This is an optimization exercise on Yosys and OpenROAD, whose aim is small area and a short achievable clock period, not a production implementation. In this exercise RTL edits were held to simulation tests only and were not proved equivalent to the original. No activity file was given, so power comes from the tool's default toggle rates.

$ cat constraint.sdc
create_clock -name core_clock -period 80.0 [get_ports {clk}]
set_input_delay 16.0000 -clock core_clock [delete_from_list [all_inputs] [get_ports {clk}]]
set_output_delay 16.0000 -clock core_clock [all_outputs]
set_load 0.01 [all_outputs]
$ cat design.v
`timescale 1ns/1ps
module chess_movegen_top (
    input  logic       clk,
    input  logic       rst_n,
    input  logic [7:0] addr,
    input  logic [7:0] data_in,
    output logic [7:0] data_out
);
    logic       rst_q;
    logic [3:0] op_q;
    logic [5:0] sq_q;
    logic [3:0] pl_q;
    always_ff @(posedge clk) begin
        rst_q <= !rst_n;
        op_q  <= addr[7:4];
        sq_q  <= {addr[1:0], data_in[7:4]};
        pl_q  <= data_in[3:0];
    end
    logic is_set, is_get, is_sen, is_eall, is_find, victim;
    assign is_set  = !rst_q && (op_q == 4'b1011);
    assign is_get  = !rst_q && (op_q == 4'b0101);
    assign is_sen  = !rst_q && (op_q == 4'b1101);
    assign is_eall = !rst_q && (op_q == 4'b1100);
    assign is_find = !rst_q && (op_q[3:1] == 3'b111);
    assign victim  = !op_q[0];
    logic [63:0] sel;
    assign sel = 64'd1 << sq_q;
    logic [255:0] board;
    logic [63:0]  en;
    logic [3:0]   wcode;
    assign wcode = {pl_q[3], pl_q[2:0] + 3'd2};
    logic [3:0]  wdata;
    logic        edata;
    logic [63:0] bwe, ewe;
    assign wdata = rst_q ? 4'h9 : wcode;          
    assign edata = rst_q || is_eall || pl_q[0];
    assign bwe   = {64{rst_q}} | ({64{is_set}} & sel);
    assign ewe   = {64{rst_q || is_eall}} | ({64{is_sen}} & sel);
    always_ff @(posedge clk) begin
        for (int i = 0; i < 64; i++) begin
            if (bwe[i])
                board[4*i +: 4] <= wdata;
            if (ewe[i])
                en[i] <= edata;
        end
    end
    logic [63:0] s_orth, s_diag, s_kn, s_ki, s_pw;
    logic [63:0] to_n, to_e, to_ne, to_nw;
    logic [63:0] hit, kill;
    logic [63:0] p2, p1, p0;
    for (genvar i = 0; i < 64; i++) begin : g_sq
        localparam int R = i / 8;
        localparam int F = i % 8;
        logic [2:0] t;
        logic th, emp, x, dRQ, dBQ, dN, dK, dP;
        assign t   = board[4*i +: 3];
        assign th  = board[4*i+3];
        assign emp = (t == 3'd1);
        assign x   = !victim && sel[i];
        assign dRQ = !th && (t == 3'd5 || t == 3'd6);
        assign dBQ = !th && t[2] && !t[0];
        assign dN  = !th && t == 3'd3;
        assign dK  = !th && t == 3'd7;
        assign dP  = !th && t == 3'd2;
        assign s_orth[i] = x || (victim && dRQ);
        assign s_diag[i] = x || (victim && dBQ);
        assign s_kn[i]   = x || (victim && dN);
        assign s_ki[i]   = x || (victim && dK);
        assign s_pw[i]   = x || (victim && dP);
        logic fs, fw, fsw, fse, kn, ki, pcap, ppush;
        assign fs  = (R > 0)          ? to_n[i-8]  : 1'b0;
        assign fw  = (F > 0)          ? to_e[i-1]  : 1'b0;
        assign fsw = (R > 0 && F > 0) ? to_ne[i-9] : 1'b0;
        assign fse = (R > 0 && F < 7) ? to_nw[i-7] : 1'b0;
        assign to_n[i]  = s_orth[i] || (emp && fs);
        assign to_e[i]  = s_orth[i] || (emp && fw);
        assign to_ne[i] = s_diag[i] || (emp && fsw);
        assign to_nw[i] = s_diag[i] || (emp && fse);
        assign kn = ((R > 0 && F > 1) ? s_kn[i-10] : 1'b0) |
                    ((R > 0 && F < 6) ? s_kn[i-6]  : 1'b0) |
                    ((R > 1 && F > 0) ? s_kn[i-17] : 1'b0) |
                    ((R > 1 && F < 7) ? s_kn[i-15] : 1'b0);
        assign ki = ((R > 0 && F > 0) ? s_ki[i-9] : 1'b0) |
                    ((R > 0)          ? s_ki[i-8] : 1'b0) |
                    ((R > 0 && F < 7) ? s_ki[i-7] : 1'b0) |
                    ((F > 0)          ? s_ki[i-1] : 1'b0) |
                    ((F < 7)          ? s_ki[i+1] : 1'b0);
        assign pcap  = ((R > 0 && F > 0) ? s_pw[i-9] : 1'b0) |
                       ((R > 0 && F < 7) ? s_pw[i-7] : 1'b0);
        assign ppush = (R > 0) ? s_pw[i-8] : 1'b0;
        logic orth, diag, att, hv, ha;
        assign orth = fs || fw;
        assign diag = fsw || fse;
        assign att  = orth || diag || kn || ki || pcap;
        assign hv = (emp && (att || ppush)) ||
                    (th && t >= 3'd2 && t <= 3'd6 && att);
        assign ha = (orth && dRQ) || (diag && dBQ) || (kn && dN) ||
                    (ki && dK) || ((pcap || ppush) && dP);
        assign hit[i]  = en[i] && (victim ? hv : ha);
        assign kill[i] = en[i] && th && t == 3'd7 && att;
        assign p2[i] = t[2] ^ !victim;
        assign p1[i] = t[1] ^ !victim;
        assign p0[i] = t[0] ^ !victim;
    end
    logic [63:0] c2, c1, c0, cand;
    logic any, b2, b1, b0;
    assign any  = |hit;
    assign b2   = |(hit & p2);
    assign c2   = b2 ? (hit & p2) : hit;
    assign b1   = |(c2 & p1);
    assign c1   = b1 ? (c2 & p1) : c2;
    assign b0   = |(c1 & p0);
    assign cand = b0 ? (c1 & p0) : c1;
    logic [5:0] best;
    logic [31:0] v1; logic [31:0] i1;
    logic [15:0] v2; logic [31:0] i2;
    logic [7:0]  v3; logic [23:0] i3;
    logic [3:0]  v4; logic [15:0] i4;
    logic [1:0]  v5; logic [9:0]  i5;
    for (genvar j = 0; j < 32; j++) begin : g_pe1
        assign v1[j] = cand[2*j] | cand[2*j+1];
        assign i1[j] = !cand[2*j];
    end
    for (genvar j = 0; j < 16; j++) begin : g_pe2
        assign v2[j] = v1[2*j] | v1[2*j+1];
        assign i2[2*j +: 2] = v1[2*j] ? {1'b0, i1[2*j]} : {1'b1, i1[2*j+1]};
    end
    for (genvar j = 0; j < 8; j++) begin : g_pe3
        assign v3[j] = v2[2*j] | v2[2*j+1];
        assign i3[3*j +: 3] = v2[2*j] ? {1'b0, i2[4*j +: 2]} : {1'b1, i2[4*j+2 +: 2]};
    end
    for (genvar j = 0; j < 4; j++) begin : g_pe4
        assign v4[j] = v3[2*j] | v3[2*j+1];
        assign i4[4*j +: 4] = v3[2*j] ? {1'b0, i3[6*j +: 3]} : {1'b1, i3[6*j+3 +: 3]};
    end
    for (genvar j = 0; j < 2; j++) begin : g_pe5
        assign v5[j] = v4[2*j] | v4[2*j+1];
        assign i5[5*j +: 5] = v4[2*j] ? {1'b0, i4[8*j +: 4]} : {1'b1, i4[8*j+4 +: 4]};
    end
    assign best = !any ? 6'd0 :
                  v5[0] ? {1'b0, i5[4:0]} : {1'b1, i5[9:5]};
    logic [3:0] rd;
    always_comb begin
        rd = 4'd0;
        for (int i = 0; i < 64; i++)
            rd = rd | (board[4*i +: 4] & {4{sel[i]}});
    end
    always_ff @(posedge clk) begin
        if (!rst_n)
            data_out <= 8'h00;
        else if (is_find)
            data_out <= {victim && (|kill), !any, best};
        else if (is_get)
            data_out <= {4'h0, rd[3], rd[2:0] - 3'd2};
    end
endmodule
$ cat config.mk
export PLATFORM = sky130hd
export DESIGN_NAME = chess_movegen_top
export DESIGN_NICKNAME = chess_movegen_top
export VERILOG_FILES = /design/flow/design.v
export SDC_FILE = /design/flow/constraint.sdc
export NUM_CORES = 4
export LEC_CHECK = 0
export ABC_AREA = 1
export CAP_MARGIN = 20
export CORE_MARGIN = 2
export CORE_UTILIZATION = 55
export PLACE_DENSITY = 0.65
export SLEW_MARGIN = 20
$ cat run.sh
#!/bin/bash
# synth_recipe.tcl (not shown) runs the flow's synth.tcl, then flattens the netlist and writes it again
# the make line also repeats each setting of config.mk as NAME=value (left out here)
make -C /OpenROAD-flow-scripts/flow DESIGN_CONFIG=/design/flow/config.mk WORK_HOME=/design/flow/orfs CLKGATE_MAP_FILE= SYNTH_SCRIPT=/design/flow/synth_recipe.tcl finish
==> run_results.csv, run 1 <==
group,metric,value,unit
outcome,outcome,"timing/DRC/antenna clean",
logic_synthesis,synth_edf_count,320,
setup_path,cp_cell_sequence,"clkdlybuf4s50_1",
sta,finalCritPeriodShare,21.9,%
logic_synthesis,count_of_state_elements_after_synthesis,343,
setup_path,crit_path_max_fanout,2,
power,p_total,642,µW
drt,antenna_left,0,
setup_path,cpLargestDelayFamily,"buffers and inverters",
sta,worst-slew-pin-transition,1380,ps
sta,report.final.setup_viol,0,
sta,rsz0062_at_grt,"false",
clock_network,post_cts_hold_buffer_count,0,
floorplanning,die_x,255,µm
sta,final_number_of_max_transition_violations,0,
grt,initial_antenna_violation_count,12,
grt,grt_overflow,0,
floorplanning,io_pins,26,
floorplanning,core_area,62700,µm²
placed_design,placement.io_buffers,23,
clock_network,h-tree-depth,2,
floorplanning,dieHeight,255,µm
logic_synthesis,post_synth.cell_area_avg,6.11,µm²
sta,fin_skew,19.6,ps
logic_synthesis,area_share_of_the_largest_cell_type_after_synthesis,27.7,%
sta,min_cycle_time_layout,17520,ps
sta,timing.final.hold_violations,0,
cells_and_area,layout-drive-gt1-share,3.32,%
power,power_density_cells,17.4,nW/µm²
flow_run,max-cap-violations,0,
placed_design,hpwlAfterDp,131,mm
setup_path,setup.worst_path.end_class,"output port",
placed_design,place_congestion,1.12,
clock_network,clk_root_buffer_cell,"sky130_fd_sc_hd__clkbuf_16",
setup_path,start_kind,"register",
logic_synthesis,post_synth_inst_count,5679,
grt,grt_pass1_vias,37300,
clock_network,cts_sinks,343,
cells_and_area,final_cells,6492,
logic_synthesis,synth_largest_area_cell,"sky130_fd_sc_hd__edfxtp_1",
logic_synthesis,syn_nets,5697,
cells_and_area,postLayoutCellArea,37000,µm²
setup_path,critical-path-max-stage-delay,560,ps
sta,fmax,57.1,MHz
drt,route.detailed.drc,0,
drt,detail_route.iter0.violations,9154,
clock_network,postCtsResizedCells,0,
placed_design,cell_count_post_placement,6411,
drt,wire_per_inst,26.9,µm
setup_path,crit_path_top_delay_cell,"sky130_fd_sc_hd__clkdlybuf4s50_1",
floorplanning,core.rowCount,92,
setup_path,path_class,"register to output port",
setup_path,r2r.worst_path.cells,44,
sta,max_slew_margin,6.87,%
setup_path,critical_path.n_buffers_inverters,1,
cells_and_area,final_common_cell,"sky130_fd_sc_hd__nand2_1",
clock_network,path_clk_slew,70,ps
power,maximum_vdd_drop,0.0000206,V
setup_path,cp_data_required_time,64000,ps
setup_path,cp_num_cells,1,
logic_synthesis,synth_warnings,1,
grt,globalRouteTotalUtil,52.1,%
drt,routed_wirelength,174,mm
cells_and_area,synthToLayoutAreaGrowth,6.48,%
cells_and_area,layout.nets,5627,
floorplanning,start_util,55.3,%
hold_path,timing.hold.worst.class,"register to register",
logic_synthesis,ys_types,62,
grt,grt_max_degree,144,
clock_network,clkLatencyLatePin,610,ps
logic_synthesis,synth-async-reset-ratio,0,%
cells_and_area,n_fill_cell,6339,
logic_synthesis,netlist_area,34700,µm²
logic_synthesis,synth_top_cells_by_area,"sky130_fd_sc_hd__edfxtp_1 (28%), sky130_fd_sc_hd__nand2_1 (18%), sky130_fd_sc_hd__nor2_1 (8.3%), sky130_fd_sc_hd__inv_1 (7.0%), sky130_fd_sc_hd__nand3_1 (6.7%)",
placed_design,post_dp_cell_area,35500,µm²
logic_synthesis,synth_sequential_area_ratio,29.0,%
cells_and_area,layout_common_cells,"sky130_fd_sc_hd__nand2_1 (1693), sky130_fd_sc_hd__nor2_1 (766), sky130_fd_sc_hd__inv_1 (646)",
sta,fin_setup_tns,0,ps
clock_network,number_of_post_cts_setup_repair_buffers,0,
power,leakage_power,0.0181,µW
logic_synthesis,synth_ff_type,"sky130_fd_sc_hd__edfxtp_1",
drt,vias,42700,
setup_path,arrival_time_of_data_at_the_critical_path_endpoint,1520,ps
hold_path,whs_path_depth,2,
clock_network,cts_tree,"built",
grt,first_pass_grt_wire_length,245,mm
drt,drtPass1Iterations,11,
clock_network,clock_tree.buffer_depth,3,
clock_network,cts-buffers-inserted,42,
drt,vias_per_std_cell,6.57,
floorplanning,die-area,65100,µm²
sta,fin_hold_ws,471,ps
==> state kept, by name, indices dropped and copies added (netlist names) <==
signal,flops
sq_q,6
board,256
pl_q,4
data_out,8
en,64
rst_q,1
op_q,4
==> path summary, 6_finish.rpt <==
kind	start	endpoint	slack [ps]
setup / recovery	data_out[3]	data_out[3]	62480
hold / removal	data_out[5]	data_out[5]	470
setup reg to reg	op_q[0]	data_out[4]	67660
hold reg to reg	data_out[5]	data_out[5]	470
==> worst register-to-register path: cells and delay by family (launching register included) <==
kind / cells / cell delay [ps]
AND/OR/NAND/NOR: 34 / 5290
flip-flops: 1 / 890
AO/OA/AOI/OAI: 5 / 2710
buffers and inverters: 5 / 3310
==> final cells by class <==
class | instances | area (µm²) | area share (%)
Sequential cell | 343 | 10100 | 27.3
Timing Repair Buffer | 62 | 564 | 1.53
Clock buffer | 52 | 1160 | 3.15
Clock inverter | 24 | 209 | 0.565
Antenna cell | 5 | 12.5 | 0.0339
Multi-Input combinational cell | 4491 | 21400 | 57.8
Inverter | 669 | 2520 | 6.82
Tap cell | 846 | 1060 | 2.86
==> cells by family after synthesis <==
logic type / after synthesis / synth area share (%)
and+or+nand+nor: 3385 / 41.4
AOI/OAI and AO/OA: 917 / 15.1
buffers and inverters: 845 / 9.69
xor gates and xnor gates: 189 / 4.77
DFF: 343 / 29.0
==> report_power, final <==
group	switching [µW]	total, µW	internal [µW]	leakage [µW]
logic	156	208	52.3	0.0141
registers	22.6	237	214	0.00333
clock network	87.1	198	110	0.000654
==> metal layers <==
metal  vias up  share of wire, %  GRT usage [%]
met3       716                20           25.8
met5         -             0.083              0
met2      3956                36           66.7
met1     19200                37           69.8
li1      18800                 -              -
met4        14               7.0           29.0
==> cells in the mapped netlist (10+ instances only) <==
library cell / count
sky130_fd_sc_hd__nand2_1: 1695
sky130_fd_sc_hd__nor2_1: 768
sky130_fd_sc_hd__inv_1: 647
sky130_fd_sc_hd__nand3_1: 468
sky130_fd_sc_hd__o21ai_0: 414
sky130_fd_sc_hd__edfxtp_1: 320
sky130_fd_sc_hd__a21oi_1: 194
sky130_fd_sc_hd__xor2_1: 180
sky130_fd_sc_hd__nand4_1: 160
sky130_fd_sc_hd__nor3_1: 135
sky130_fd_sc_hd__clkbuf_1: 79
sky130_fd_sc_hd__o21ai_1: 73
sky130_fd_sc_hd__buf_2: 60
sky130_fd_sc_hd__nor4_1: 48
sky130_fd_sc_hd__o22ai_1: 30
sky130_fd_sc_hd__o221ai_1: 28
sky130_fd_sc_hd__o2111ai_1: 25
sky130_fd_sc_hd__dfxtp_1: 23
sky130_fd_sc_hd__nand3b_1: 23
sky130_fd_sc_hd__a211oi_1: 21
sky130_fd_sc_hd__and2_1: 21
sky130_fd_sc_hd__a31oi_1: 19
sky130_fd_sc_hd__nor2_2: 19
sky130_fd_sc_hd__inv_2: 18
sky130_fd_sc_hd__a21boi_1: 17
sky130_fd_sc_hd__buf_1: 16
sky130_fd_sc_hd__o21bai_1: 16
sky130_fd_sc_hd__o211ai_1: 15
sky130_fd_sc_hd__a221oi_1: 12
sky130_fd_sc_hd__buf_4: 12
sky130_fd_sc_hd__a2111oi_0: 10
sky130_fd_sc_hd__a21boi_0: 10
==> through the flow <==
| step | worst slack, ps | utilization (%) |
|---|---|---|
| floorplan | 63650 | - |
| CTS | 62490 | 58.8 |
| global route | 62460 | 58.9 |
| detailed placement | 63120 | 56.7 |
| finish | 62480 | 58.9 |
| global placement | 63150 | 56.7 |
==> inputs of run 2 (changes only) <==
--- a/design.v
+++ b/design.v
@@ -23,19 +23,46 @@
     assign is_eall = !rst_q && (op_q == 4'b1100);
     assign is_find = !rst_q && (op_q[3:1] == 3'b111);
     assign victim  = !op_q[0];
+    logic [7:0] row, col;
     logic [63:0] sel;
-    assign sel = 64'd1 << sq_q;
+    assign row = 8'd1 << sq_q[5:3];
+    assign col = 8'd1 << sq_q[2:0];
+    for (genvar i = 0; i < 64; i++) begin : g_sel
+        assign sel[i] = row[i/8] && col[i%8];
+    end
+    logic op_src, op_get;
+    assign op_src = (op_q == 4'b1111);
+    assign op_get = (op_q == 4'b0101);
     logic [255:0] board;
     logic [63:0]  en;
+    localparam logic [47:0] ENC = {3'd2, 3'd1, 3'd0, 3'd7, 3'd6, 3'd5, 3'd4, 3'd3, 3'd2, 3'd4, 3'd0, 3'd1, 3'd3, 3'd5, 3'd6, 3'd7};
+    localparam logic [47:0] DEC = {3'd4, 3'd3, 3'd2, 3'd1, 3'd0, 3'd7, 3'd6, 3'd5, 3'd0, 3'd1, 3'd2, 3'd6, 3'd3, 3'd7, 3'd4, 3'd5};
+    logic [2:0] enc_q, dec_rd;
+    logic [3:0] rd_code;
+    always_comb begin
+        enc_q  = 3'd0;
+        dec_rd = 3'd0;
+        for (int k = 0; k < 16; k++) begin
+            enc_q  = enc_q  | (ENC[3*k +: 3] & {3{pl_q == 4'(k)}});
+            dec_rd = dec_rd | (DEC[3*k +: 3] & {3{rd_code == 4'(k)}});
+        end
+    end
     logic [3:0]   wcode;
-    assign wcode = {pl_q[3], pl_q[2:0] + 3'd2};
+    assign wcode = {pl_q[3], enc_q};
     logic [3:0]  wdata;
     logic        edata;
     logic [63:0] bwe, ewe;
-    assign wdata = rst_q ? 4'h9 : wcode;          
+    assign wdata = rst_q ? 4'hA : wcode;          
     assign edata = rst_q || is_eall || pl_q[0];
-    assign bwe   = {64{rst_q}} | ({64{is_set}} & sel);
-    assign ewe   = {64{rst_q || is_eall}} | ({64{is_sen}} & sel);
+    logic [7:0] brow, bcol, erow, ecol;
+    assign brow = {8{rst_q}} | ({8{is_set}} & row);
+    assign bcol = {8{rst_q}} | col;
+    assign erow = {8{rst_q || is_eall}} | ({8{is_sen}} & row);
+    assign ecol = {8{rst_q || is_eall}} | col;
+    for (genvar i = 0; i < 64; i++) begin : g_we
+        assign bwe[i] = brow[i/8] && bcol[i%8];
+        assign ewe[i] = erow[i/8] && ecol[i%8];
+    end
     always_ff @(posedge clk) begin
         for (int i = 0; i < 64; i++) begin
             if (bwe[i])
@@ -55,13 +82,13 @@
         logic th, emp, x, dRQ, dBQ, dN, dK, dP;
         assign t   = board[4*i +: 3];
         assign th  = board[4*i+3];
-        assign emp = (t == 3'd1);
-        assign x   = !victim && sel[i];
-        assign dRQ = !th && (t == 3'd5 || t == 3'd6);
-        assign dBQ = !th && t[2] && !t[0];
-        assign dN  = !th && t == 3'd3;
-        assign dK  = !th && t == 3'd7;
-        assign dP  = !th && t == 3'd2;
+        assign emp = (t == 3'd2);
+        assign x   = op_src && sel[i];
+        assign dRQ = !th && !t[2] && t[0];
+        assign dBQ = !th && !t[1] && t[0];
+        assign dN  = !th && t == 3'd6;
+        assign dK  = !th && t == 3'd0;
+        assign dP  = !th && t == 3'd7;
         assign s_orth[i] = x || (victim && dRQ);
         assign s_diag[i] = x || (victim && dBQ);
         assign s_kn[i]   = x || (victim && dN);
@@ -93,24 +120,25 @@
         assign diag = fsw || fse;
         assign att  = orth || diag || kn || ki || pcap;
         assign hv = (emp && (att || ppush)) ||
-                    (th && t >= 3'd2 && t <= 3'd6 && att);
+                    (th && t >= 3'd3 && att);
         assign ha = (orth && dRQ) || (diag && dBQ) || (kn && dN) ||
                     (ki && dK) || ((pcap || ppush) && dP);
-        assign hit[i]  = en[i] && (victim ? hv : ha);
-        assign kill[i] = en[i] && th && t == 3'd7 && att;
-        assign p2[i] = t[2] ^ !victim;
-        assign p1[i] = t[1] ^ !victim;
-        assign p0[i] = t[0] ^ !victim;
+        assign hit[i]  = (en[i] && (victim ? hv : ha)) || (op_get && sel[i]);
+        assign kill[i] = th && ((en[i] && t == 3'd0 && att) || (op_get && sel[i]));
+        assign p2[i] = t[2];
+        assign p1[i] = t[1];
+        assign p0[i] = t[0];
     end
-    logic [63:0] c2, c1, c0, cand;
-    logic any, b2, b1, b0;
-    assign any  = |hit;
-    assign b2   = |(hit & p2);
-    assign c2   = b2 ? (hit & p2) : hit;
-    assign b1   = |(c2 & p1);
-    assign c1   = b1 ? (c2 & p1) : c2;
-    assign b0   = |(c1 & p0);
-    assign cand = b0 ? (c1 & p0) : c1;
+    logic [63:0] c1, cand;
+    logic any, b2, b1, b1_hi, b1_lo, b0;
+    assign any   = |hit;
+    assign b2    = |(hit & p2);
+    assign b1_hi = |(hit & p2 & p1);
+    assign b1_lo = |(hit & p1);
+    assign b1    = b2 ? b1_hi : b1_lo;
+    assign c1    = hit & (p2 | {64{!b2}}) & (p1 | {64{!b1}});
+    assign b0    = |(c1 & p0);
+    assign cand  = c1 & (p0 | {64{!b0}});
     logic [5:0] best;
     logic [31:0] v1; logic [31:0] i1;
     logic [15:0] v2; logic [31:0] i2;
@@ -139,18 +167,15 @@
     end
     assign best = !any ? 6'd0 :
                   v5[0] ? {1'b0, i5[4:0]} : {1'b1, i5[9:5]};
-    logic [3:0] rd;
-    always_comb begin
-        rd = 4'd0;
-        for (int i = 0; i < 64; i++)
-            rd = rd | (board[4*i +: 4] & {4{sel[i]}});
-    end
+    logic rd_th;
+    assign rd_th   = |kill;
+    assign rd_code = {rd_th, b2, b1, b0};
     always_ff @(posedge clk) begin
         if (!rst_n)
             data_out <= 8'h00;
         else if (is_find)
             data_out <= {victim && (|kill), !any, best};
         else if (is_get)
-            data_out <= {4'h0, rd[3], rd[2:0] - 3'd2};
+            data_out <= {4'h0, rd_th, dec_rd};
     end
 endmodule
==> flow/run.sh (new file) <==
#!/bin/bash
# Standard ORFS layout (the standard.sh) with two changes:
#  - synthesis maps the logic with an area-oriented ABC script
#    (flow/abc_area.script) in place of ORFS's; everything else in
#    synthesis, including the register mapping and naming, is unchanged
#  - the port buffers that ORFS inserts are plain buf_2 cells
set -euo pipefail
rm -rf scripts_own
cp -r "$FLOW_HOME/scripts" scripts_own
cp flow/abc_area.script scripts_own/abc_area.script
export BUFFER_PORTS_ARGS="-buffer_cell sky130_fd_sc_hd__buf_2"
bash standard.sh SCRIPTS_DIR="$PWD/scripts_own" finish > flow.log 2>&1
==> flow/abc_area.script (new file) <==
strash
dch -f
amap
mfs2
strash
dch -f
amap
topo
dnsize -c
==> standard.sh (new file) <==
#!/bin/bash
# synth_recipe.tcl (not shown) runs the flow's synth.tcl, then flattens the netlist and writes it again
# the make line also repeats each setting of config.mk as NAME=value (left out here)
make -C /OpenROAD-flow-scripts/flow DESIGN_CONFIG=/design/flow/config.mk WORK_HOME=/design/flow/orfs CLKGATE_MAP_FILE= SYNTH_SCRIPT=/design/flow/synth_recipe.tcl "${@:-finish}"
--- a/config.mk
+++ b/config.mk
@@ -8,6 +8,9 @@
 export ABC_AREA = 1
 export CAP_MARGIN = 20
 export CORE_MARGIN = 2
-export CORE_UTILIZATION = 55
-export PLACE_DENSITY = 0.65
+export CORE_UTILIZATION = 45
+export CTS_BUF_LIST = sky130_fd_sc_hd__clkbuf_16
+export CTS_CLUSTER_DIAMETER = 100
+export CTS_CLUSTER_SIZE = 20
+export PLACE_DENSITY = 0.6
 export SLEW_MARGIN = 20
removed: run.sh
==> run 2 against run 1 <==
Against the previous run: combinational power fell by 18%; worst hold slack improved by 29 ps; synthesized cell count fell by 35%.
==> run_results.csv, run 2 <==
group,metric,value,unit
cells_and_area,largest_register_ffs,256,
logic_synthesis,count_of_state_elements_after_synthesis,343,
sta,fmax,58.4,MHz
power,power.share.sequential,42.9,%
cells_and_area,largest_registers,"board x256, en x64, data_out x8",
setup_path,r2r.worst_path.cells,47,
logic_synthesis,synth_top_cells_by_area,"sky130_fd_sc_hd__edfxtp_1 (35%), sky130_fd_sc_hd__nor2_1 (11%), sky130_fd_sc_hd__o21ai_0 (6.6%), sky130_fd_sc_hd__clkinv_1 (5.8%), sky130_fd_sc_hd__o21a_1 (4.2%)",
sta,min_cycle_time_layout,17140,ps
power,part_of_the_power_in_the_clock_network,25.9,%
floorplanning,io_pins,26,
power,power_density_cells,18.0,nW/µm²
setup_path,rr_endpoint,"data_out[1]",
logic_synthesis,synth_ff_type,"sky130_fd_sc_hd__edfxtp_1",
power,netSwitchingPower,220,µW
cells_and_area,synthToLayoutAreaGrowth,9.98,%
sta,fin_setup_tns,0,ps
outcome,outcome,"timing/DRC/antenna clean",
grt,grt_max_degree,80,
clock_network,number_of_post_cts_setup_repair_buffers,0,
setup_path,arrival_time_of_data_at_the_critical_path_endpoint,1140,ps
setup_path,critical-path-max-stage-delay,360,ps
sta,timing.final.hold_violations,0,
cells_and_area,multi_input_combinational_cell_area,16100,µm²
drt,antenna_left,0,
clock_network,post_cts_hold_buffer_count,0,
setup_path,cpLargestDelayFamily,"flip-flops",
clock_network,h-tree-depth,1,
clock_network,cts_sinks,343,
drt,wire_per_inst,33.5,µm
logic_synthesis,synth_warnings,1,
cells_and_area,layout-drive-gt1-share,4.64,%
logic_synthesis,syn_nets,3717,
power,leakage_power,0.00941,µW
sta,finalCritPeriodShare,21.4,%
clock_network,postCtsResizedCells,0,
grt,first_pass_grt_wire_length,216,mm
sta,worst-slew-pin-transition,1250,ps
setup_path,cp_cell_sequence,"buf_2",
grt,globalRouteTotalUtil,47.5,%
cells_and_area,sequential_cell_area,10100,µm²
logic_synthesis,netlist_area,27700,µm²
cells_and_area,layout_common_cells,"sky130_fd_sc_hd__nor2_1 (818), sky130_fd_sc_hd__clkinv_1 (426), sky130_fd_sc_hd__o21ai_0 (362)",
setup_path,crit_path_top_delay_cell,"sky130_fd_sc_hd__dfxtp_1",
logic_synthesis,post_synth.cell_area_avg,7.48,µm²
hold_path,min-delay-start,"data_out[7]",
power,maximum_vdd_drop,0.0000197,V
cells_and_area,n_fill_cell,6118,
hold_path,timing.hold.worst.class,"register to register",
logic_synthesis,synth_edf_count,320,
drt,drtPass1Iterations,7,
hold_path,hold_path_end,"data_out[7]",
floorplanning,die_x,252,µm
setup_path,setup.worst_path.start,"data_out[6]",
power,swShare,40.3,%
setup_path,critical_path.n_buffers_inverters,1,
clock_network,clkLatencyLatePin,620,ps
cells_and_area,largest_register,"board",
clock_network,cts_tree,"built",
setup_path,setup.worst_path.end_class,"output port",
sta,fin_skew,19.2,ps
floorplanning,die-area,63500,µm²
logic_synthesis,synth-async-reset-ratio,0,%
sta,max_slew_margin,16.5,%
drt,vias_per_std_cell,7.20,
placed_design,cell_count_post_placement,4598,
floorplanning,core.rowCount,90,
setup_path,rrSetupSlack,63540,ps
drt,route.detailed.drc,0,
drt,vias,33400,
clock_network,cts-buffers-inserted,24,
sta,final_number_of_max_transition_violations,0,
power,share_comb_of_total_power,31.2,%
placed_design,placement.io_buffers,23,
sta,rsz0062_at_grt,"false",
setup_path,cp_data_required_time,64000,ps
grt,grt_pass1_vias,29900,
setup_path,crit_path_max_fanout,2,
sta,report.final.setup_viol,0,
cells_and_area,final_common_cell,"sky130_fd_sc_hd__nor2_1",
placed_design,place_congestion,1.10,
logic_synthesis,synth_sequential_area_ratio,36.4,%
placed_design,hpwlAfterDp,119,mm
drt,detail_route.iter0.violations,5952,
cells_and_area,final_cells,4644,
setup_path,start_kind,"register",
power,power_report.internal_total,326,µW
clock_network,path_clk_slew,90,ps
logic_synthesis,most_instantiated_library_cell_after_synthesis,"sky130_fd_sc_hd__nor2_1",
flow_run,max-cap-violations,0,
cells_and_area,layout.nets,3860,
floorplanning,core_area,60600,µm²
setup_path,startpoint_of_the_most_critical_register_to_register_path,"op_q[0]",
logic_synthesis,area_share_of_the_largest_cell_type_after_synthesis,34.7,%
drt,routed_wirelength,156,mm
logic_synthesis,ys_types,57,
grt,initial_antenna_violation_count,5,
hold_path,whs_path_depth,2,
floorplanning,dieHeight,252,µm
clock_network,clock_tree.buffer_depth,3,
setup_path,path_class,"register to output port",
logic_synthesis,synth_largest_area_cell,"sky130_fd_sc_hd__edfxtp_1",
grt,grt_overflow,0,
logic_synthesis,synthTopCellsByCount,"sky130_fd_sc_hd__nor2_1 (831), sky130_fd_sc_hd__clkinv_1 (429), sky130_fd_sc_hd__o21ai_0 (366)",
floorplanning,start_util,45.7,%
clock_network,clk_root_buffer_cell,"sky130_fd_sc_hd__clkbuf_16",
logic_synthesis,post_synth_inst_count,3699,
## run 2: worst max-delay path by stage
| stage | end | slack (ps) | depth (start not counted) |
|---|---|---|---|
| 2_1_floorplan | data_out[0] | 59460 | 48 |
| 3_3_place_gp | data_out[6] | 63290 | 3 |
| 3_5_place_dp | data_out[6] | 63250 | 3 |
| 4_1_cts | data_out[6] | 62840 | 1 |
| 5_1_grt | data_out[1] | 62840 | 1 |
| 6_report | data_out[6] | 62860 | 1 |
## run 2: worst register-to-register path, delay by kind of cell (launching register included)
| family | cells | cell delay, ps |
|---|---|---|
| AOI/OAI and AO/OA | 19 | 6920 |
| buffers and inverters | 7 | 2210 |
| DFF | 1 | 530 |
| and+or+nand+nor | 21 | 6720 |
## run 2: kinds of logic (layout without fill, tap and decap cells)
| logic type | Yosys count | in the layout | share of synthesized area (%) |
|---|---|---|---|
| buf+inv | 429 | 590 | 5.82 |
| other cells | 0 | 2 | 0 |
| simple gates | 1813 | 1813 | 31.2 |
| compound gates | 1114 | 1114 | 26.6 |
| flops | 343 | 343 | 36.4 |
## run 2: per-stage QoR
step	power (µW)	setup slack, ps	hold slack [ps]	area, µm²	utilization (%)
2_1_floorplan	323	59460	520	27700	-
3_3_place_gp	397	63290	473	29600	48.8
3_5_place_dp	395	63250	481	29600	48.8
4_1_cts	533	62840	501	30400	50.2
5_1_grt	558	62840	527	30400	50.2
6_report	547	62860	500	30400	50.2
## run 2: cell type report
class,instances,area share [%]
diodes,2,0.0164
inverters,429,5.31
flip-flops and latches,343,33.1
repair buffers,117,2.70
clock inverters,17,0.543
multi-input cells,2927,52.9
well taps,782,3.22
clock buffers,27,2.22
## run 2: per-layer routing
metal  vias to the layer above  wire length, µm  global-route usage [%]
met3                       581            25700                    17.9
met5                         -               27                       0
met4                         4            11500                    27.9
met1                     15700            57200                    61.6
met2                      2899            61200                    67.1
li1                      14300                -                       -
## run 2: power groups by stage
stage,combinational (µW),clock [µW],sequential (µW)
after floorplan,92.9,0,230
after global placement,160,0,237
after detailed placement,158,0,237
after CTS,159,141,233
after global routing,176,146,236
final,170,142,235
==> inputs of run 3 (changes only) <==
--- a/config.mk
+++ b/config.mk
@@ -8,9 +8,9 @@
 export ABC_AREA = 1
 export CAP_MARGIN = 20
 export CORE_MARGIN = 2
-export CORE_UTILIZATION = 45
+export CORE_UTILIZATION = 55
 export CTS_BUF_LIST = sky130_fd_sc_hd__clkbuf_16
 export CTS_CLUSTER_DIAMETER = 100
 export CTS_CLUSTER_SIZE = 20
-export PLACE_DENSITY = 0.6
+export PLACE_DENSITY = 0.66
 export SLEW_MARGIN = 20
==> run 3 against run 2 <==
Against the previous run: global-route usage increased by 7.7 points; still clean; sequential power about the same; critical path depth unchanged; combinational power about the same; critical path type unchanged; sequential share of layout area increased by 0.48 points; non-clock buffer count decreased by 8; synthesized area unchanged; clock skew increased by 12 ps.
==> run_results.csv, run 3 <==
group,metric,value,unit
cells_and_area,layout_common_cells,"sky130_fd_sc_hd__nor2_1 (816), sky130_fd_sc_hd__clkinv_1 (428), sky130_fd_sc_hd__o21ai_0 (362)",
cells_and_area,largest_register,"board",
power,p_total,521,µW
clock_network,h-tree-depth,1,
clock_network,number_of_post_cts_setup_repair_buffers,0,
sta,timing.final.hold_violations,0,
drt,wire_per_inst,33.4,µm
floorplanning,die_x,228,µm
cells_and_area,layout.nets,3849,
clock_network,post_cts_hold_buffer_count,0,
sta,fmax,58.0,MHz
placed_design,hpwlAfterDp,114,mm
grt,first_pass_grt_wire_length,211,mm
logic_synthesis,netlist_area,27700,µm²
floorplanning,dieHeight,228,µm
setup_path,critical_path.n_buffers_inverters,1,
sta,min_cycle_time_layout,17240,ps
setup_path,cpLargestDelayFamily,"flip-flops",
floorplanning,die-area,52100,µm²
sta,finalCritPeriodShare,21.5,%
logic_synthesis,ys_types,57,
cells_and_area,largest_register_ffs,256,
cells_and_area,layout-drive-gt1-share,4.14,%
cells_and_area,final_core_util,60.2,%
sta,report.final.setup_viol,0,
logic_synthesis,syn_nets,3717,
placed_design,placement.io_buffers,23,
drt,vias_per_std_cell,7.90,
logic_synthesis,synthTopCellsByCount,"sky130_fd_sc_hd__nor2_1 (831), sky130_fd_sc_hd__clkinv_1 (429), sky130_fd_sc_hd__o21ai_0 (366)",
sta,rsz0062_at_grt,"false",
outcome,outcome,"timing/DRC/antenna clean",
setup_path,critical-path-max-stage-delay,430,ps
setup_path,crit_path_max_fanout,2,
logic_synthesis,count_of_state_elements_after_synthesis,343,
setup_path,arrival_time_of_data_at_the_critical_path_endpoint,1240,ps
drt,antenna_left,0,
clock_network,cts_tree,"built",
drt,routed_wirelength,151,mm
clock_network,cts-buffers-inserted,21,
placed_design,cell_count_post_placement,4480,
cells_and_area,final_common_cell,"sky130_fd_sc_hd__nor2_1",
power,maximum_vdd_drop,0.0000246,V
cells_and_area,final_cells,4528,
grt,grt_pass1_vias,31800,
logic_synthesis,post_synth_inst_count,3699,
sta,fin_skew,31.4,ps
drt,drtPass1Iterations,12,
grt,globalRouteTotalUtil,55.2,%
logic_synthesis,synth_largest_area_cell,"sky130_fd_sc_hd__edfxtp_1",
power,power_density_cells,17.4,nW/µm²
drt,vias,35800,
cells_and_area,synthToLayoutAreaGrowth,8.42,%
floorplanning,start_util,55.5,%
logic_synthesis,synth_sequential_area_ratio,36.4,%
setup_path,setup.worst_path.end_class,"output port",
clock_network,cts_sinks,343,
floorplanning,core_area,49900,µm²
grt,initial_antenna_violation_count,15,
sta,max_slew_margin,8.47,%
drt,route.detailed.drc,0,
floorplanning,core.rowCount,82,
setup_path,start_kind,"register",
grt,grt_max_degree,131,
clock_network,clk_root_buffer_cell,"sky130_fd_sc_hd__clkbuf_16",
logic_synthesis,synth-async-reset-ratio,0,%
logic_synthesis,most_instantiated_library_cell_after_synthesis,"sky130_fd_sc_hd__nor2_1",
sta,fin_setup_tns,0,ps
clock_network,postCtsResizedCells,0,
logic_synthesis,synth_top_cells_by_area,"sky130_fd_sc_hd__edfxtp_1 (35%), sky130_fd_sc_hd__nor2_1 (11%), sky130_fd_sc_hd__o21ai_0 (6.6%), sky130_fd_sc_hd__clkinv_1 (5.8%), sky130_fd_sc_hd__o21a_1 (4.2%)",
logic_synthesis,synth_ff_type,"sky130_fd_sc_hd__edfxtp_1",
floorplanning,io_pins,26,
hold_path,timing.hold.worst.class,"register to register",
cells_and_area,largest_registers,"board x256, en x64, data_out x8",
drt,detail_route.iter0.violations,8617,
sta,final_number_of_max_transition_violations,0,
logic_synthesis,synth_edf_count,320,
clock_network,clock_tree.buffer_depth,3,
flow_run,max-cap-violations,0,
logic_synthesis,synth_warnings,1,
sta,worst-slew-pin-transition,1370,ps
clock_network,path_clk_slew,80,ps
logic_synthesis,area_share_of_the_largest_cell_type_after_synthesis,34.7,%
placed_design,place_congestion,1.21,
setup_path,cp_data_required_time,64000,ps
logic_synthesis,post_synth.cell_area_avg,7.48,µm²
setup_path,cp_cell_sequence,"buf_2",
setup_path,path_class,"register to output port",
grt,grt_overflow,0,
clock_network,clkLatencyLatePin,620,ps
power,leakage_power,0.00925,µW
setup_path,crit_path_top_delay_cell,"sky130_fd_sc_hd__dfxtp_1",
## run 3: per-layer routing
metal | GRT usage [%] | share of wire [%] | up-vias
li1 | - | - | 14300
met1 | 69.3 | 34 | 16100
met2 | 72.2 | 36 | 4172
met3 | 33.2 | 22 | 1181
met4 | 31.5 | 8.6 | 24
met5 | 1.38 | 0.22 | -
## run 3: kinds of logic after synthesis
| logic type | after synthesis | share of synthesized area [%] |
|---|---|---|
| flops | 343 | 36.4 |
| compound gates | 1114 | 26.6 |
| simple gates | 1813 | 31.2 |
| buf+inv | 429 | 5.82 |
## run 3: cell type report
type	count	area, µm²
fillers	4587	19900
multi-input cells	2927	16100
flip-flops and latches	343	10100
inverters	429	1610
well taps	672	841
repair buffers	109	781
clock buffers	21	526
clock inverters	13	62.6
diodes	14	35.0
## run 3: power by group
part           switching, µW  internal, µW
clock network           67.6          48.1
logic                    128          42.9
registers               20.3           214
## run 3: path summary, 6_finish.rpt
check,end,cells past startpoint,slack [ps],start
worst min register to register,data_out[1],2,540,data_out[1]
worst max-delay path,data_out[7],1,62760,data_out[7]
worst min-delay path,data_out[1],2,540,data_out[1]
worst max register to register,data_out[0],52,62910,sq_q[4]
## run 3: metrics by stage
step / area, µm² / hold WS, ps / setup slack [ps]
6_report: 30000 / 539 / 62760
5_1_grt: 30000 / 563 / 62780
4_1_cts: 29900 / 538 / 62760
3_5_place_dp: 29400 / 508 / 63390
3_3_place_gp: 29300 / 476 / 63410
2_1_floorplan: 27700 / 520 / 59460
==> inputs of run 4 (changes only) <==
==> flow/run.sh (replaced) <==
#!/bin/bash
# Standard ORFS layout (the standard.sh) with three changes:
#  - synthesis maps the logic with an area-oriented ABC script
#    (flow/abc_area.script) in place of ORFS's; everything else in
#    synthesis, including the register mapping and naming, is unchanged
#  - the port buffers that ORFS inserts are plain buf_2 cells
#  - clock tree: clkbuf_16 buffers on clusters of at most 20 sinks,
#    without dummy balancing loads
set -euo pipefail
rm -rf scripts_own
cp -r "$FLOW_HOME/scripts" scripts_own
cp flow/abc_area.script scripts_own/abc_area.script
export BUFFER_PORTS_ARGS="-buffer_cell sky130_fd_sc_hd__buf_2"
export CTS_ARGS="-sink_clustering_enable -repair_clock_nets -sink_clustering_size 20 -sink_clustering_max_diameter 100 -buf_list sky130_fd_sc_hd__clkbuf_16 -dont_use_dummy_load"
bash standard.sh SCRIPTS_DIR="$PWD/scripts_own" finish > flow.log 2>&1
==> config.mk (replaced) <==
export PLATFORM = sky130hd
export DESIGN_NAME = chess_movegen_top
export DESIGN_NICKNAME = chess_movegen_top
export VERILOG_FILES = /design/flow/design.v
export SDC_FILE = /design/flow/constraint.sdc
export NUM_CORES = 4
export LEC_CHECK = 0
export ABC_AREA = 1
export CAP_MARGIN = 10
export CORE_MARGIN = 2
export CORE_UTILIZATION = 45
export PLACE_DENSITY = 0.6
export SLEW_MARGIN = 10
==> run 4 against run 3 <==
Against the previous run: sequential power barely moved; via count fell by 7.0%; first-iteration DRC count fell by 30%; die area rose by 22%; total power rose by 0.44%; worst hold slack got worse by 31 ps; register-to-register slack improved by 20 ps; critical path type unchanged; clock-buffer cell count rose by 3; final area rose by 0.62%; critical endpoint is now data_out[6]; core utilization fell by 10 points; synthesized area did not move; clock skew rose by 10 ps.
==> run_results.csv, run 4 <==
group,metric,value,unit
logic_synthesis,area_share_of_the_largest_cell_type_after_synthesis,34.7,%
drt,wire_per_inst,33.6,µm
floorplanning,core_area,60600,µm²
logic_synthesis,ys_types,57,
power,part_of_the_power_in_the_clock_network,22.7,%
drt,vias_per_std_cell,7.19,
grt,initial_antenna_violation_count,6,
floorplanning,core.rowCount,90,
cells_and_area,synthToLayoutAreaGrowth,9.09,%
floorplanning,io_pins,26,
power,power_density_cells,17.3,nW/µm²
sta,fin_skew,41.6,ps
sta,report.final.setup_viol,0,
grt,globalRouteTotalUtil,47.5,%
logic_synthesis,syn_nets,3717,
placed_design,hpwlAfterDp,119,mm
grt,grt_max_degree,80,
sta,fin_setup_tns,0,ps
power,swShare,40.7,%
logic_synthesis,synth_largest_area_cell,"sky130_fd_sc_hd__edfxtp_1",
sta,timing.final.hold_violations,0,
cells_and_area,largest_register_ffs,256,
clock_network,cts-buffers-inserted,24,
sta,final_number_of_max_transition_violations,0,
logic_synthesis,count_of_state_elements_after_synthesis,343,
outcome,outcome,"timing/DRC/antenna clean",
sta,min_cycle_time_layout,17140,ps
floorplanning,dieHeight,252,µm
cells_and_area,largest_register,"board",
setup_path,rrSetupSlack,62930,ps
power,power_report.internal_total,310,µW
grt,grt_overflow,0,
setup_path,critical-path-max-stage-delay,360,ps
drt,route.detailed.drc,0,
placed_design,place_congestion,1.10,
setup_path,r2r.worst_path.cells,47,
floorplanning,die_x,252,µm
setup_path,path_class,"register to output port",
logic_synthesis,post_synth.cell_area_avg,7.48,µm²
setup_path,startpoint_of_the_most_critical_register_to_register_path,"op_q[0]",
cells_and_area,largest_registers,"board x256, en x64, data_out x8",
power,netSwitchingPower,213,µW
logic_synthesis,synth-async-reset-ratio,0,%
logic_synthesis,synth_warnings,1,
setup_path,cp_cell_sequence,"buf_2",
logic_synthesis,synth_top_cells_by_area,"sky130_fd_sc_hd__edfxtp_1 (35%), sky130_fd_sc_hd__nor2_1 (11%), sky130_fd_sc_hd__o21ai_0 (6.6%), sky130_fd_sc_hd__clkinv_1 (5.8%), sky130_fd_sc_hd__o21a_1 (4.2%)",
flow_run,max-cap-violations,0,
logic_synthesis,synth_ff_type,"sky130_fd_sc_hd__edfxtp_1",
placed_design,dp_slack,63250,ps
logic_synthesis,synth_sequential_area_ratio,36.4,%
clock_network,path_clk_slew,90,ps
setup_path,crit_path_max_fanout,2,
clock_network,clock_tree.buffer_depth,3,
logic_synthesis,netlist_area,27700,µm²
sta,finalCritPeriodShare,21.4,%
power,leakage_power,0.00926,µW
setup_path,critical_path.n_buffers_inverters,1,
clock_network,clkLatencyLatePin,620,ps
setup_path,arrival_time_of_data_at_the_critical_path_endpoint,1140,ps
logic_synthesis,most_instantiated_library_cell_after_synthesis,"sky130_fd_sc_hd__nor2_1",
hold_path,whs_path_depth,2,
setup_path,rr_endpoint,"data_out[1]",
drt,detail_route.iter0.violations,6000,
floorplanning,die-area,63500,µm²
clock_network,h-tree-depth,1,
floorplanning,start_util,45.7,%
cells_and_area,n_fill_cell,6128,
clock_network,postCtsResizedCells,0,
cells_and_area,final_common_cell,"sky130_fd_sc_hd__nor2_1",
power,power.share.sequential,44.8,%
clock_network,cts_sinks,343,
logic_synthesis,synth_edf_count,320,
clock_network,clk_root_buffer_cell,"sky130_fd_sc_hd__clkbuf_16",
grt,first_pass_grt_wire_length,216,mm
placed_design,placement.io_buffers,23,
hold_path,hold_path_end,"data_out[4]",
logic_synthesis,post_synth_inst_count,3699,
logic_synthesis,synthTopCellsByCount,"sky130_fd_sc_hd__nor2_1 (831), sky130_fd_sc_hd__clkinv_1 (429), sky130_fd_sc_hd__o21ai_0 (366)",
sta,max_slew_margin,9.77,%
clock_network,number_of_post_cts_setup_repair_buffers,0,
drt,antenna_left,0,
setup_path,start_kind,"register",
grt,grt_pass1_vias,29800,
setup_path,cp_data_required_time,64000,ps
setup_path,cpLargestDelayFamily,"flip-flops",
hold_path,min-delay-start,"data_out[4]",
power,maximum_vdd_drop,0.0000192,V
sta,rsz0062_at_grt,"false",
setup_path,setup.worst_path.end_class,"output port",
hold_path,timing.hold.worst.class,"register to register",
sta,worst-slew-pin-transition,1340,ps
drt,vias,33300,
cells_and_area,layout-drive-gt1-share,4.30,%
drt,drtPass1Iterations,9,
clock_network,cts_tree,"built",
setup_path,crit_path_top_delay_cell,"sky130_fd_sc_hd__dfxtp_1",
power,share_comb_of_total_power,32.5,%
clock_network,post_cts_hold_buffer_count,0,
sta,finalWorstSetupSlack,62860,ps
cells_and_area,layout_common_cells,"sky130_fd_sc_hd__nor2_1 (818), sky130_fd_sc_hd__clkinv_1 (426), sky130_fd_sc_hd__o21ai_0 (363)",
sta,fmax,58.3,MHz
drt,routed_wirelength,155,mm
cells_and_area,layout.nets,3860,
-- run 4: metal layers --
layer  vias up  track usage (%)  wire length (µm)  part of all wire, %
li1      14300                -                 -                    -
met1     15600             61.5             57800                   37
met2      2818             67.4             61300                   39
met3       573             18.0             24900                   16
met4         6             26.9             11400                  7.3
met5         -                0                36                0.023
-- run 4: cell families after synthesis --
group | Yosys count | share of synthesized area, %
buffers and inverters | 429 | 5.82
and+or+nand+nor | 1813 | 31.2
DFF | 343 | 36.4
AOI/OAI and AO/OA | 1114 | 26.6
-- run 4: metrics by stage --
step | std cells | util [%] | hold WS [ps] | cell area [µm²] | power, µW
2_1_floorplan | 3699 | - | 520 | 27700 | 323
3_3_place_gp | 4598 | 48.8 | 473 | 29600 | 397
3_5_place_dp | 4598 | 48.8 | 481 | 29600 | 395
4_1_cts | 4622 | 49.8 | 501 | 30200 | 511
5_1_grt | 4622 | 49.8 | 526 | 30200 | 535
6_report | 4628 | 49.8 | 508 | 30200 | 523
-- run 4: area by class of cell --
cell class / instances / area (µm²) / share of cell area, %
Inverter: 429 / 1620 / 5.35
Timing Repair Buffer: 117 / 821 / 2.72
Clock buffer: 24 / 601 / 1.99
Multi-Input combinational cell: 2927 / 16100 / 53.3
Tap cell: 782 / 978 / 3.24
Sequential cell: 343 / 10100 / 33.4
Antenna cell: 6 / 15.0 / 0.0498
-- run 4: power by group through the flow --
stage | sequential (µW) | combinational, µW | clock [µW]
after floorplan | 230 | 92.9 | 0
after global placement | 237 | 160 | 0
after detailed placement | 237 | 158 | 0
after CTS | 233 | 159 | 118
after global routing | 236 | 175 | 123
final | 235 | 170 | 119
-- run 4: worst max path at each step --
| stage | from | to | slack (ps) | cells after the start |
|---|---|---|---|---|
| after floorplan | op_q[0] | data_out[0] | 59460 | 48 |
| after global routing | data_out[1] | data_out[1] | 62840 | 1 |
| after global placement | rst_n | data_out[6] | 63290 | 3 |
| after detailed placement | rst_n | data_out[6] | 63250 | 3 |
| after CTS | data_out[6] | data_out[6] | 62840 | 1 |
| final | data_out[6] | data_out[6] | 62860 | 1 |
==> inputs of run 5 (changes only) <==
--- a/config.mk
+++ b/config.mk
@@ -8,6 +8,6 @@
 export ABC_AREA = 1
 export CAP_MARGIN = 10
 export CORE_MARGIN = 2
-export CORE_UTILIZATION = 45
-export PLACE_DENSITY = 0.6
+export CORE_UTILIZATION = 55
+export PLACE_DENSITY = 0.66
 export SLEW_MARGIN = 10
==> run 5 against run 4 <==
Against the previous run: the layout now fails its checks (max-capacitance violations, max-slew violations); total power fell by 0.85%; sequential share of layout area up 0.27 points; core utilization grew 10 points; first-iteration DRC count rose by 40%; global-route usage rose by 7.8 points; synthesized area stayed put; fmax fell by 0.85%; wire length down 2.6%.
==> run_results.csv, run 5 <==
group,metric,value,unit
floorplanning,io_pins,26,
logic_synthesis,synth.area.mux_share,0,%
logic_synthesis,synthTopCellsByCount,"sky130_fd_sc_hd__nor2_1 (831), sky130_fd_sc_hd__clkinv_1 (429), sky130_fd_sc_hd__o21ai_0 (366)",
power,part_of_the_power_in_the_clock_network,22.0,%
hold_path,hold_path_end,"data_out[4]",
sta,finalCritPeriodShare,21.6,%
grt,grt_pass1_vias,31800,
setup_path,setup.worst_path.end_class,"register",
drt,vias,35900,
grt,first_pass_grt_wire_length,211,mm
hold_path,timing.hold.worst.class,"register to register",
setup_path,start_kind,"register",
logic_synthesis,netlist_area,27700,µm²
floorplanning,core.rowCount,82,
logic_synthesis,synth_ff_type,"sky130_fd_sc_hd__edfxtp_1",
cells_and_area,largest_register,"board",
setup_path,path_class,"register to register",
drt,wire_per_inst,33.5,µm
setup_path,arrival_time_of_data_at_the_critical_path_endpoint,17780,ps
placed_design,hpwlAfterDp,114,mm
hold_path,min-delay-start,"data_out[4]",
setup_path,rr_endpoint,"data_out[0]",
sta,final_number_of_max_transition_violations,9,
cells_and_area,final_common_cell,"sky130_fd_sc_hd__nor2_1",
setup_path,crit_path_top_delay_cell,"sky130_fd_sc_hd__a2111oi_0",
grt,initial_antenna_violation_count,17,
cells_and_area,postLayoutCellArea,29900,µm²
sta,rsz0062_at_grt,"false",
setup_path,critical-path-max-stage-delay,1200,ps
power,swShare,41.0,%
setup_path,cp_data_required_time,80490,ps
logic_synthesis,yosys.area_share.simple,31.2,%
floorplanning,start_util,55.5,%
cells_and_area,synthToLayoutAreaGrowth,8.20,%
clock_network,cts_tree,"built",
cells_and_area,layout_common_cells,"sky130_fd_sc_hd__nor2_1 (818), sky130_fd_sc_hd__clkinv_1 (426), sky130_fd_sc_hd__o21ai_0 (365)",
setup_path,r2r.worst_path.cells,52,
sta,worst-slew-pin-transition,1560,ps
cells_and_area,largest_register_ffs,256,
grt,globalRouteTotalUtil,55.2,%
power,power_density_cells,17.3,nW/µm²
cells_and_area,layout.nets,3850,
hold_path,whs_path_depth,2,
logic_synthesis,synth_sequential_area_ratio,36.4,%
logic_synthesis,synth_fa_ha_area_share,0,%
power,power_report.internal_total,306,µW
logic_synthesis,synth_edf_count,320,
setup_path,rrSetupSlack,62710,ps
placed_design,post_dp_cell_area,29300,µm²
logic_synthesis,syn_nets,3717,
clock_network,clock_tree.buffer_depth,3,
logic_synthesis,synth-async-reset-ratio,0,%
drt,route.detailed.drc,0,
clock_network,clk_root_buffer_cell,"sky130_fd_sc_hd__clkbuf_16",
clock_network,number_of_post_cts_setup_repair_buffers,0,
clock_network,post_cts_hold_buffer_count,0,
outcome,outcome,"finished with violations",
clock_network,cts_sinks,343,
logic_synthesis,post_synth_inst_count,3699,
logic_synthesis,synth_largest_area_cell,"sky130_fd_sc_hd__edfxtp_1",
logic_synthesis,synth_top_cells_by_area,"sky130_fd_sc_hd__edfxtp_1 (35%), sky130_fd_sc_hd__nor2_1 (11%), sky130_fd_sc_hd__o21ai_0 (6.6%), sky130_fd_sc_hd__clkinv_1 (5.8%), sky130_fd_sc_hd__o21a_1 (4.2%)",
clock_network,clkLatencyLatePin,600,ps
logic_synthesis,area_share_of_the_largest_cell_type_after_synthesis,34.7,%
sta,max_slew_margin,-4.26,%
power,maximum_vdd_drop,0.0000189,V
floorplanning,die_x,228,µm
drt,antenna_left,0,
power,netSwitchingPower,213,µW
grt,grt_overflow,0,
power,share_comb_of_total_power,32.8,%
logic_synthesis,post_synth.cell_area_avg,7.48,µm²
sta,timing.final.hold_violations,0,
floorplanning,dieHeight,228,µm
logic_synthesis,combinational_family_with_the_most_area_after_synthesis,"simple AND/OR/NAND/NOR gates",
drt,detail_route.iter0.violations,8422,
setup_path,critical_path.n_buffers_inverters,8,
sta,min_cycle_time_layout,17290,ps
logic_synthesis,most_instantiated_library_cell_after_synthesis,"sky130_fd_sc_hd__nor2_1",
cells_and_area,layout-drive-gt1-share,4.05,%
setup_path,cpLargestDelayFamily,"simple AND/OR/NAND/NOR gates",
clock_network,cts-buffers-inserted,22,
sta,fmax,57.8,MHz
sta,report.final.setup_viol,0,
power,leakage_power,0.00920,µW
setup_path,cp_common_cell,"sky130_fd_sc_hd__nor2_1",
logic_synthesis,post_synth_xor_area_fraction,0,%
drt,vias_per_std_cell,7.96,
placed_design,place_congestion,1.21,
power,power.share.sequential,45.2,%
floorplanning,core_area,49900,µm²
logic_synthesis,synth-compound-area-share,26.6,%
cells_and_area,largest_registers,"board x256, en x64, data_out x8",
outcome,so_faults,"max-capacitance violations, max-slew violations",
clock_network,path_clk_slew,90,ps
flow_run,max-cap-violations,3,
clock_network,postCtsResizedCells,0,
clock_network,h-tree-depth,1,
grt,grt_max_degree,131,
placed_design,placement.io_buffers,23,
logic_synthesis,ys_types,57,
drt,drtPass1Iterations,17,
sta,fin_skew,42.3,ps
setup_path,crit_path_max_fanout,30,
sta,fin_setup_tns,0,ps
logic_synthesis,count_of_state_elements_after_synthesis,343,
drt,routed_wirelength,151,mm
logic_synthesis,synth_warnings,1,
setup_path,startpoint_of_the_most_critical_register_to_register_path,"sq_q[4]",
floorplanning,die-area,52100,µm²
==> run 5: cell counts after synthesis <==
Identical to the previous run, type by type.
==> run 5: cell type report <==
class / instances / area (µm²)
timing repair buffer: 109 / 773
clock buffer: 22 / 551
tap: 672 / 841
multi-input combinational: 2927 / 16100
sequential: 343 / 10100
inverter: 429 / 1610
antenna: 11 / 27.5
fill: 4633 / 19900
==> run 5: tightest hold or removal path, stage by stage (launching register included) <==
cell	delay, ps
sky130_fd_sc_hd__dfxtp_1	330
sky130_fd_sc_hd__a21oi_1	120
sky130_fd_sc_hd__nor2_1	50
==> run 5: how the worst max path moves through the flow <==
stage / start / end / slack [ps] / depth (start not counted)
final: sq_q[4] / data_out[0] / 62710 / 52
after global routing: data_out[7] / data_out[7] / 62780 / 1
after CTS: data_out[7] / data_out[7] / 62770 / 1
after detailed placement: data_out[7] / data_out[7] / 63390 / 1
after global placement: data_out[6] / data_out[6] / 63410 / 1
after floorplan: op_q[0] / data_out[0] / 59460 / 48
==> run 5: power by group through the flow <==
stage / registers, µW / logic, µW / clock network [µW]
2_1_floorplan: 230 / 92.9 / 0
6_report: 235 / 170 / 114
3_3_place_gp: 236 / 151 / 0
4_1_cts: 232 / 155 / 111
5_1_grt: 235 / 172 / 116
3_5_place_dp: 236 / 154 / 0
==> run 5: cells by family after synthesis <==
family,Yosys count
compound gates,1114
flops,343
simple gates,1813
buf+inv,429
==> run 5: metrics by stage <==
step | hold slack (ps) | setup slack (ps) | std cells | power (µW) | util, %
final | 535 | 62710 | 4513 | 519 | 60.0
after global routing | 573 | 62780 | 4502 | 524 | 60.0
after CTS | 538 | 62770 | 4502 | 498 | 60.0
after detailed placement | 519 | 63390 | 4480 | 390 | 58.9
after global placement | 476 | 63410 | 4479 | 386 | 58.8
after floorplan | 520 | 59460 | 3699 | 323 | -
==> run 5: per-layer routing <==
metal | vias up | routed length, µm | track usage (%)
met1 | 16300 | 50400 | 69.3
met2 | 4170 | 53800 | 71.8
met3 | 1197 | 32800 | 32.2
met5 | - | 373 | 2.30
met4 | 27 | 13900 | 33.5
li1 | 14300 | - | -
==> inputs of run 6 (changes only) <==
--- a/config.mk
+++ b/config.mk
@@ -6,8 +6,8 @@
 export NUM_CORES = 4
 export LEC_CHECK = 0
 export ABC_AREA = 1
-export CAP_MARGIN = 10
+export CAP_MARGIN = 20
 export CORE_MARGIN = 2
-export CORE_UTILIZATION = 55
-export PLACE_DENSITY = 0.66
-export SLEW_MARGIN = 10
+export CORE_UTILIZATION = 45
+export PLACE_DENSITY = 0.6
+export SLEW_MARGIN = 20
==> run 6 against run 5 <==
Against the previous run: the run now finishes clean; fmax grew 0.87%; final area grew 0.88%; clock skew shrank 2.2 ps; core utilization shrank 10 points; clock-buffer cell count grew 2; total power grew 0.89%; cell count grew 2.5%; sequential cell count is the same; critical endpoint is now data_out[6].
==> run_results.csv, run 6 <==
group,metric,value,unit
logic_synthesis,ys_types,57,
clock_network,h-tree-depth,1,
setup_path,rr_endpoint,"data_out[1]",
setup_path,r2r.worst_path.cells,48,
drt,drtPass1Iterations,8,
cells_and_area,n_fill_cell,6131,
setup_path,setup.worst_path.end_class,"output port",
cells_and_area,layout.nets,3860,
logic_synthesis,most_instantiated_library_cell_after_synthesis,"sky130_fd_sc_hd__nor2_1",
cells_and_area,largest_register_ffs,256,
grt,globalRouteTotalUtil,47.5,%
setup_path,crit_path_max_fanout,2,
placed_design,placement.io_buffers,23,
floorplanning,core.rowCount,90,
sta,fin_setup_tns,0,ps
sta,fin_skew,40.1,ps
logic_synthesis,area_share_of_the_largest_cell_type_after_synthesis,34.7,%
drt,antenna_left,0,
setup_path,cp_data_required_time,64000,ps
logic_synthesis,post_synth.cell_area_avg,7.48,µm²
setup_path,start_kind,"register",
clock_network,cts_tree,"built",
drt,routed_wirelength,156,mm
placed_design,dp_slack,63250,ps
logic_synthesis,synth_top_cells_by_area,"sky130_fd_sc_hd__edfxtp_1 (35%), sky130_fd_sc_hd__nor2_1 (11%), sky130_fd_sc_hd__o21ai_0 (6.6%), sky130_fd_sc_hd__clkinv_1 (5.8%), sky130_fd_sc_hd__o21a_1 (4.2%)",
placed_design,place_congestion,1.10,
drt,route.detailed.drc,0,
sta,finalWorstSetupSlack,62860,ps
cells_and_area,largest_registers,"board x256, en x64, data_out x8",
logic_synthesis,synth_ff_type,"sky130_fd_sc_hd__edfxtp_1",
logic_synthesis,netlist_area,27700,µm²
power,maximum_vdd_drop,0.0000192,V
floorplanning,dieHeight,252,µm
clock_network,cts_sinks,343,
floorplanning,core_area,60600,µm²
logic_synthesis,synth_warnings,1,
sta,report.final.setup_viol,0,
cells_and_area,final_cells,4628,
clock_network,clkLatencyLatePin,610,ps
hold_path,timing.hold.worst.class,"register to register",
sta,min_cycle_time_layout,17140,ps
sta,finalCritPeriodShare,21.4,%
grt,initial_antenna_violation_count,7,
sta,rsz0062_at_grt,"false",
setup_path,crit_path_top_delay_cell,"sky130_fd_sc_hd__dfxtp_1",
logic_synthesis,synth_sequential_area_ratio,36.4,%
logic_synthesis,count_of_state_elements_after_synthesis,343,
logic_synthesis,synth_largest_area_cell,"sky130_fd_sc_hd__edfxtp_1",
clock_network,number_of_post_cts_setup_repair_buffers,0,
sta,timing.final.hold_violations,0,
sta,fmax,58.3,MHz
cells_and_area,layout_common_cells,"sky130_fd_sc_hd__nor2_1 (818), sky130_fd_sc_hd__clkinv_1 (426), sky130_fd_sc_hd__o21ai_0 (362)",
placed_design,hpwlAfterDp,119,mm
logic_synthesis,synth_edf_count,320,
clock_network,clock_tree.buffer_depth,3,
clock_network,path_clk_slew,90,ps
cells_and_area,layout-drive-gt1-share,4.35,%
logic_synthesis,synthTopCellsByCount,"sky130_fd_sc_hd__nor2_1 (831), sky130_fd_sc_hd__clkinv_1 (429), sky130_fd_sc_hd__o21ai_0 (366)",
cells_and_area,final_common_cell,"sky130_fd_sc_hd__nor2_1",
setup_path,cpLargestDelayFamily,"flip-flops",
setup_path,startpoint_of_the_most_critical_register_to_register_path,"op_q[0]",
sta,fin_hold_ws,505,ps
clock_network,cts-buffers-inserted,24,
power,power_density_cells,17.3,nW/µm²
grt,first_pass_grt_wire_length,216,mm
logic_synthesis,syn_nets,3717,
sta,final_number_of_max_transition_violations,0,
setup_path,path_class,"register to output port",
drt,wire_per_inst,33.6,µm
outcome,outcome,"timing/DRC/antenna clean",
setup_path,rrSetupSlack,63410,ps
drt,vias_per_std_cell,7.22,
floorplanning,die_x,252,µm
sta,worst-slew-pin-transition,1290,ps
floorplanning,die-area,63500,µm²
floorplanning,start_util,45.7,%
cells_and_area,synthToLayoutAreaGrowth,9.15,%
logic_synthesis,post_synth_inst_count,3699,
setup_path,cp_cell_sequence,"buf_2",
cells_and_area,largest_register,"board",
hold_path,hold_path_end,"data_out[7]",
hold_path,whs_path_depth,2,
drt,vias,33400,
hold_path,min-delay-start,"data_out[7]",
setup_path,arrival_time_of_data_at_the_critical_path_endpoint,1140,ps
sta,max_slew_margin,13.7,%
placed_design,cell_count_post_placement,4598,
power,leakage_power,0.00927,µW
clock_network,clk_root_buffer_cell,"sky130_fd_sc_hd__clkbuf_16",
flow_run,max-cap-violations,0,
floorplanning,io_pins,26,
logic_synthesis,synth-async-reset-ratio,0,%
drt,detail_route.iter0.violations,5936,
grt,grt_overflow,0,
setup_path,critical-path-max-stage-delay,360,ps
grt,grt_max_degree,80,
setup_path,critical_path.n_buffers_inverters,1,
clock_network,postCtsResizedCells,0,
grt,grt_pass1_vias,29800,
clock_network,post_cts_hold_buffer_count,0,
## run 6: cell counts after synthesis
No cell type changed its count.
## run 6: kinds of logic (layout without fill, tap and decap cells)
group / Yosys count / in the layout / synth area share, %
simple gates: 1813 / 1813 / 31.2
other cells: 0 / 6 / 0
flops: 343 / 343 / 36.4
buf+inv: 429 / 570 / 5.82
compound gates: 1114 / 1114 / 26.6
## run 6: how the worst max path moves through the flow
stage | start | depth (start not counted) | slack (ps) | endpoint
after floorplan | op_q[0] | 48 | 59460 | data_out[0]
after global placement | rst_n | 3 | 63290 | data_out[6]
after detailed placement | rst_n | 3 | 63250 | data_out[6]
after CTS | data_out[6] | 1 | 62840 | data_out[6]
after global routing | data_out[1] | 1 | 62840 | data_out[1]
final | data_out[6] | 1 | 62860 | data_out[6]
## run 6: area by class of cell
class	count	area [µm²]	share of cell area [%]
Clock buffer	24	601	1.99
Inverter	429	1620	5.35
Sequential cell	343	10100	33.4
Timing Repair Buffer	117	821	2.72
Antenna cell	6	15.0	0.0497
Tap cell	782	978	3.24
Multi-Input combinational cell	2927	16100	53.3
## run 6: report_power, final
group          switching [µW]  internal [µW]
sequential               20.1            215
clock                    65.8           52.9
combinational             127           43.1
total                     213            310
## run 6: routing by layer
| layer | up-vias | share of wire [%] | GRT usage [%] |
|---|---|---|---|
| li1 | 14300 | - | - |
| met1 | 15700 | 37 | 61.5 |
| met2 | 2861 | 39 | 67.4 |
| met3 | 585 | 16 | 18.0 |
| met4 | 6 | 7.4 | 26.9 |
| met5 | - | 0.048 | 0 |
## run 6: per-stage QoR
step	total power (µW)	util, %	cell area (µm²)
2_1_floorplan	323	-	27700
3_3_place_gp	397	48.8	29600
3_5_place_dp	395	48.8	29600
4_1_cts	511	49.8	30200
5_1_grt	535	49.8	30200
6_report	524	49.8	30200

[afterwards: timing with drivers on the ports]
No port has a modelled driver above. Below, the same layouts with a new extraction and two added sets of constraints.
Step 1 assumes that a clkbuf_16 drives the clock port and a buf_2 every other input.
Step 2 times the ports against the registers' clock, not the clock port: input delays grow and output delays shrink by t, the midpoint of the rising clock arrivals with the driver on.
Slacks: no drivers / after step 1 / after step 2; pairs: no drivers / after step 1.
run | t (ns) | setup slack, ns | worst setup path at the end | clock arrival spread, ns | worst slew at a driven data input, ns
run 1 | 0.673 | 62.484 / 62.413 / 63.086 | register to output | 0.020 / 0.020 | 0.05
run 2 | 0.673 | 62.863 / 62.798 / 63.213 | input to register | 0.024 / 0.024 | 0.06
run 3 | 0.667 | 62.762 / 62.694 / 62.910 | register to register | 0.031 / 0.031 | 0.03
run 4 | 0.661 | 62.859 / 62.794 / 62.931 | register to register | 0.042 / 0.041 | 0.07
run 5 | 0.648 | 62.711 / 62.694 / 62.711 | register to register | 0.056 / 0.056 | 0.03
run 6 | 0.661 | 62.860 / 62.795 / 63.217 | input to register | 0.041 / 0.041 | 0.07
